Source: an optimization exercise on an open RTL-to-GDS flow (aim: a short achievable clock period and few clock cycles). Production flows keep margins and buffers that such runs may drop.
Only simulation tests tie the RTL to the original design; equivalence was not proved.
No driver is modelled on the clock port, so clock power and skew are understated where the tree is cut down; a real chip needs a root buffer or a tree.
No activity file was given, so power comes from the tool's default toggle rates.

Design ahb_master, start of the top module:
module ahb_master (
    input  logic                            i_clk,
    input  logic                            i_reset_n,
    input  logic                            i_req_valid,
    input  ahb_master_pkg::ahb_req_t        i_req,
    input  logic                            i_wdata_valid,
    input  ahb_master_pkg::data_t           i_wdata,
    output logic                            o_rdata_valid,
    output ahb_master_pkg::data_t           o_rdata,
    output logic                            o_busy,
    output logic                            o_err,
    output ahb_master_pkg::ahb_addr_phase_t o_ahb,
    output ahb_master_pkg::data_t           o_hwdata,
    input  ahb_master_pkg::data_t           i_hrdata,
    input  logic                            i_hready,
    input  logic                            i_hresp
);
    localparam int DEPTH = ahb_master_pkg::FIFO_DEPTH;
    ahb_master_pkg::ahb_req_t q0, q1;
    logic       qv0;        
    logic       busy_q;     
    logic       take;
    logic       pop;
    assign take = i_req_valid && !busy_q;
  ...
Size in the first run: about 2,100 cells after synthesis, ~820 flip-flops, about 0.032 mm2 of cells after synthesis.
==> flow/config.mk <==
export PLATFORM = sky130hd
export DESIGN_NAME = ahb_master
export DESIGN_NICKNAME = ahb_master
export VERILOG_FILES = /design/flow/design.v
export SDC_FILE = /design/flow/constraint.sdc
export NUM_CORES = 4
export LEC_CHECK = 0
export ABC_CLOCK_PERIOD_IN_PS = 1500
export CAP_MARGIN = 20
export CORE_MARGIN = 2
export CORE_UTILIZATION = 40
export SETUP_SLACK_MARGIN = 4.0
export SLEW_MARGIN = 20
==> flow/constraint.sdc <==
create_clock -name core_clock -period 6.0 [get_ports {i_clk}]
set_input_delay 1.2000 -clock core_clock [delete_from_list [all_inputs] [get_ports {i_clk}]]
set_output_delay 1.2000 -clock core_clock [all_outputs]
set_load 0.01 [all_outputs]
standard.sh (not shown) runs the stock make flow with config.mk's settings and CLKGATE_MAP_FILE= SYNTH_SCRIPT=/design/flow/synth_recipe.tcl, a recipe that flattens the netlist after the stock synthesis.
==> flow/flow/run.sh <==
#!/bin/bash
# The standard layout, except for the clock tree: flow/mycts.tcl builds a
# two-level tree (the clock port feeds 4 root buf_16, each of
# which feeds the clkbuf_16 leaf buffers of its part of the die, each
# leaf feeding at most 20 flip-flops) in place of TritonCTS's
# three-level H-tree. Everything else, synthesis included, is standard.sh.
set -euo pipefail
cd "$(dirname "$0")/.."
export PRE_CTS_TCL="$PWD/flow/mycts.tcl"
bash standard.sh finish > standard.log 2>&1
Other scripts of this flow, unchanged in this note and not shown: flow/flow/mycts.tcl
The first run ran to the end with no violations.
Testbench counts at the start, summed over its fixed seeds: cycles 14,174.
Next try:
Settings changed: CORE_UTILIZATION 40 to 55.
=> Sequential power stays flat. Critical path depth stays the same. Sequential share of layout area rose by 2.3 points. Power fell by 0.63%. Synthesized area is unchanged. Via count fell by 2.6%. Worst setup slack improves by 0.038 ns. Core utilization rose by 16 points. Wire length fell by 4.7%. Worst hold slack degrades by 0.0041 ns. Flip-flop and latch count is unchanged.
Next try:
Settings changed: CORE_UTILIZATION 55 to 65.
Worst setup slack degrades by 0.026 ns.
Synthesized cell count stays the same.
Power stays flat.
Hold slack gets better by 0.0035 ns.
Sequential cell count stays the same.
No run of this note takes its clock network from TritonCTS; it comes from the design's own scripts or RTL.


ahb_master, a different RTL version from the one above (not shown whole).
Size in the first run: roughly 2,300 cells after synthesis, ~210 I/O pins.
Design ahb_master, start of the top module:
module ahb_master (
    input  logic                            i_clk,
    input  logic                            i_reset_n,
    input  logic                            i_req_valid,
    input  ahb_master_pkg::ahb_req_t        i_req,
    input  logic                            i_wdata_valid,
    input  ahb_master_pkg::data_t           i_wdata,
    output logic                            o_rdata_valid,
    output ahb_master_pkg::data_t           o_rdata,
    output logic                            o_busy,
    output logic                            o_err,
    output ahb_master_pkg::ahb_addr_phase_t o_ahb,
    output ahb_master_pkg::data_t           o_hwdata,
    input  ahb_master_pkg::data_t           i_hrdata,
    input  logic                            i_hready,
    input  logic                            i_hresp
);
clock: 6.0 ns
lec_check: 0
abc_clock_period_in_ps: 1500
cap_margin: 20
core_margin: 2
core_utilization: 55
setup_slack_margin: 4.0
slew_margin: 20
==> flow/flow/run.sh <==
#!/bin/bash
# The standard layout, except for the clock tree: flow/mycts.tcl builds a
# two-level tree (the clock port feeds 4 root buf_16, each of
# which feeds the buf_12 leaf buffers of its part of the die, each
# leaf feeding at most 24 flip-flops) in place of TritonCTS's
# three-level H-tree. Before that, each flip-flop that drives an output
# port's buffer is moved next to that buffer (legalized by cts.tcl's detailed
# placement). Everything else, synthesis included, is standard.sh.
set -euo pipefail
cd "$(dirname "$0")/.."
export PRE_CTS_TCL="$PWD/flow/mycts.tcl"
bash standard.sh finish > standard.log 2>&1
==> flow/flow/mycts.tcl <==
# Two-level clock tree, built before (and in place of) TritonCTS.
# The clock port feeds NROOT root buffers; each root feeds the leaf buffers of
# its part of the die; each leaf buffer feeds a compact group of about
# MYCTS_LEAF clock pins, found by recursive median bisection of the pins'
# positions. Then clock_tree_synthesis is turned into a no-op so that the rest
# of ORFS's cts.tcl (legalization, repair_timing) runs as usual.

set clk_port  [expr {[info exists ::env(MYCTS_PORT)] ? $::env(MYCTS_PORT) : "i_clk"}]
set leaf_max  [expr {[info exists ::env(MYCTS_LEAF)] ? $::env(MYCTS_LEAF) : 24}]
set nroot     [expr {[info exists ::env(MYCTS_NROOT)] ? $::env(MYCTS_NROOT) : 4}]
set leaf_cell [expr {[info exists ::env(MYCTS_LEAF_CELL)] ? $::env(MYCTS_LEAF_CELL) : "sky130_fd_sc_hd__buf_12"}]
set root_cell [expr {[info exists ::env(MYCTS_ROOT_CELL)] ? $::env(MYCTS_ROOT_CELL) : "sky130_fd_sc_hd__buf_16"}]

set db    [ord::get_db]
set block [ord::get_db_block]
set clk   [$block findNet $clk_port]

# Flip-flops that drive an output port's buffer go next to that buffer, so
# that their clock-to-output delay sees a short wire; detailed placement
# legalizes them after this script
set moved 0
if {![info exists ::env(MYCTS_MOVE_OUT)] || $::env(MYCTS_MOVE_OUT)} {
  foreach bt [$block getBTerms] {
    if {[$bt getIoType] ne "OUTPUT"} { continue }
    set onet [$bt getNet]
    if {$onet eq "NULL"} { continue }
    set buf ""
    foreach it [$onet getITerms] {
      if {[$it isOutputSignal]} { set buf [$it getInst] }
    }
    if {$buf eq ""} { continue }
    set ff ""
    foreach it [$buf getITerms] {
      if {![$it isInputSignal]} { continue }
      set n [$it getNet]
      if {$n eq "NULL"} { continue }
      foreach d [$n getITerms] {
        if {[$d isOutputSignal] && [[$d getInst] getMaster] ne "" && [[[$d getInst] getMaster] isSequential]} {
          set ff [$d getInst]
        }
      }
    }
    if {$ff eq ""} { continue }
    set bl [$buf getLocation]
    $ff setLocation [lindex $bl 0] [lindex $bl 1]
    incr moved
  }
}
puts "MYCTS: moved $moved output flip-flops next to their port buffers"

# Sinks: {x y iterm}
set sinks {}
foreach it [$clk getITerms] {
  set xy [$it getAvgXY]
  lappend sinks [list [lindex $xy 1] [lindex $xy 2] $it]
}
puts "MYCTS: [llength $sinks] sinks on $clk_port"

# Split a list of points into ng groups of near-equal size, by cuts along the
# longer side of their bounding box
proc bisect {pts ng} {
  if {$ng <= 1} { return [list $pts] }
  set xs [lmap p $pts {lindex $p 0}]
  set ys [lmap p $pts {lindex $p 1}]
  set dx [expr {[tcl::mathfunc::max {*}$xs] - [tcl::mathfunc::min {*}$xs]}]
  set dy [expr {[tcl::mathfunc::max {*}$ys] - [tcl::mathfunc::min {*}$ys]}]
  set k [expr {$dx >= $dy ? 0 : 1}]
  set s [lsort -integer -index $k $pts]
  set n1 [expr {$ng / 2}]
  set h [expr {int(round(double([llength $s]) * $n1 / $ng))}]
  return [concat [bisect [lrange $s 0 [expr {$h - 1}]] $n1] [bisect [lrange $s $h end] [expr {$ng - $n1}]]]
}

proc centroid {pts} {
  set sx 0; set sy 0
  foreach p $pts { set sx [expr {$sx + [lindex $p 0]}]; set sy [expr {$sy + [lindex $p 1]}] }
  set n [llength $pts]
  return [list [expr {$sx / $n}] [expr {$sy / $n}]]
}

proc place_at {inst xy} {
  set m [$inst getMaster]
  set x [expr {int([lindex $xy 0] - [$m getWidth] / 2)}]
  set y [expr {int([lindex $xy 1] - [$m getHeight] / 2)}]
  $inst setLocation $x $y
  $inst setPlacementStatus PLACED
}

# Leaf groups of at most leaf_max sinks
set n [llength $sinks]
set nleaf [expr {int(ceil(double($n) / $leaf_max))}]
set groups [bisect $sinks $nleaf]
puts "MYCTS: [llength $groups] leaf groups of up to [tcl::mathfunc::max {*}[lmap g $groups {llength $g}]] sinks"

set leaf_master [$db findMaster $leaf_cell]
set root_master [$db findMaster $root_cell]

# Leaves
set leaves {}
set i 0
foreach g $groups {
  set name "mycts_leaf_$i"
  set inst [odb::dbInst_create $block $leaf_master $name]
  set net  [odb::dbNet_create $block "mycts_leaf_net_$i"]
  $net setSigType CLOCK
  foreach p $g {
    set it [lindex $p 2]
    $it disconnect
    $it connect $net
  }
  [$inst findITerm X] connect $net
  set c [centroid $g]
  place_at $inst $c
  lappend leaves [list {*}$c $inst]
  incr i
}

# Roots: one per part of the leaves
set rgroups [bisect $leaves $nroot]
set i 0
foreach g $rgroups {
  set inst [odb::dbInst_create $block $root_master "mycts_root_$i"]
  set net  [odb::dbNet_create $block "mycts_root_net_$i"]
  $net setSigType CLOCK
  foreach p $g {
    [[lindex $p 2] findITerm A] connect $net
  }
  [$inst findITerm X] connect $net
  [$inst findITerm A] connect $clk
  place_at $inst [centroid $g]
  incr i
}
$clk setSigType CLOCK
puts "MYCTS: [llength $rgroups] roots on $clk_port"

# Leave the rest of cts.tcl to run as usual
rename clock_tree_synthesis tcts_clock_tree_synthesis
proc clock_tree_synthesis {args} {
  puts "MYCTS: clock_tree_synthesis $args skipped, tree built by mycts.tcl"
  set_propagated_clock [all_clocks]
}
proc repair_clock_inverters {args} {}
Testbench counts at the start, summed over its fixed seeds: cycles 14,166.
Next try:
--- a/flow/flow/run.sh
+++ b/flow/flow/run.sh
@@ -5 +5 @@
-# leaf feeding at most 24 flip-flops) in place of TritonCTS's
+# leaf feeding at most 20 flip-flops) in place of TritonCTS's
--- a/flow/flow/mycts.tcl
+++ b/flow/flow/mycts.tcl
@@ -9 +9 @@
-set leaf_max  [expr {[info exists ::env(MYCTS_LEAF)] ? $::env(MYCTS_LEAF) : 24}]
+set leaf_max  [expr {[info exists ::env(MYCTS_LEAF)] ? $::env(MYCTS_LEAF) : 20}]
The new run ran to the end with no violations; worst hold slack is about the same; sequential power barely changes; wire length increases by about 0.35%; final area is about the same; setup slack got worse by 0.0077 ns.
In every run of this note, the design's own scripts or RTL, not TritonCTS, make the clock network.

## static timing again, ports no longer ideal
No port has a modelled driver above. Below, the same layouts with a new extraction and two added sets of constraints. Step 1 assumes that a clkbuf_16 drives the clock port and a buf_2 every other input. Step 2, shift: input delay + t, output delay - t, t = (earliest + latest rising clock arrival at the registers) / 2. This alone moves slack from input paths to output paths. Slacks: no drivers / after step 1 / after step 2; pairs: no drivers / after step 1.
run | t (ns) | setup slack, ns | clock arrival spread, ns | slew at the worst register clock pin (ns)
the first run of note 1 | 0.530 | 3.825 / 3.678 / 3.565 | 0.038 / 0.038 | 0.09 / 0.09
the second run of note 1 | 0.532 | 3.864 / 3.715 / 3.548 | 0.043 / 0.043 | 0.09 / 0.09
the third run of note 1 | 0.529 | 3.837 / 3.688 / 3.533 | 0.040 / 0.040 | 0.09 / 0.09
the first run of note 2 | 0.514 | 3.922 / 3.763 / 3.375 | 0.027 / 0.027 | 0.10 / 0.10
the second run of note 2 | 0.525 | 3.914 / 3.760 / 3.417 | 0.040 / 0.040 | 0.09 / 0.09
After both steps every run listed still meets setup and hold. For the first run of note 2, which loses most, drivers alone change the setup slack by -0.159 ns; drivers and shift together by -0.547 ns.
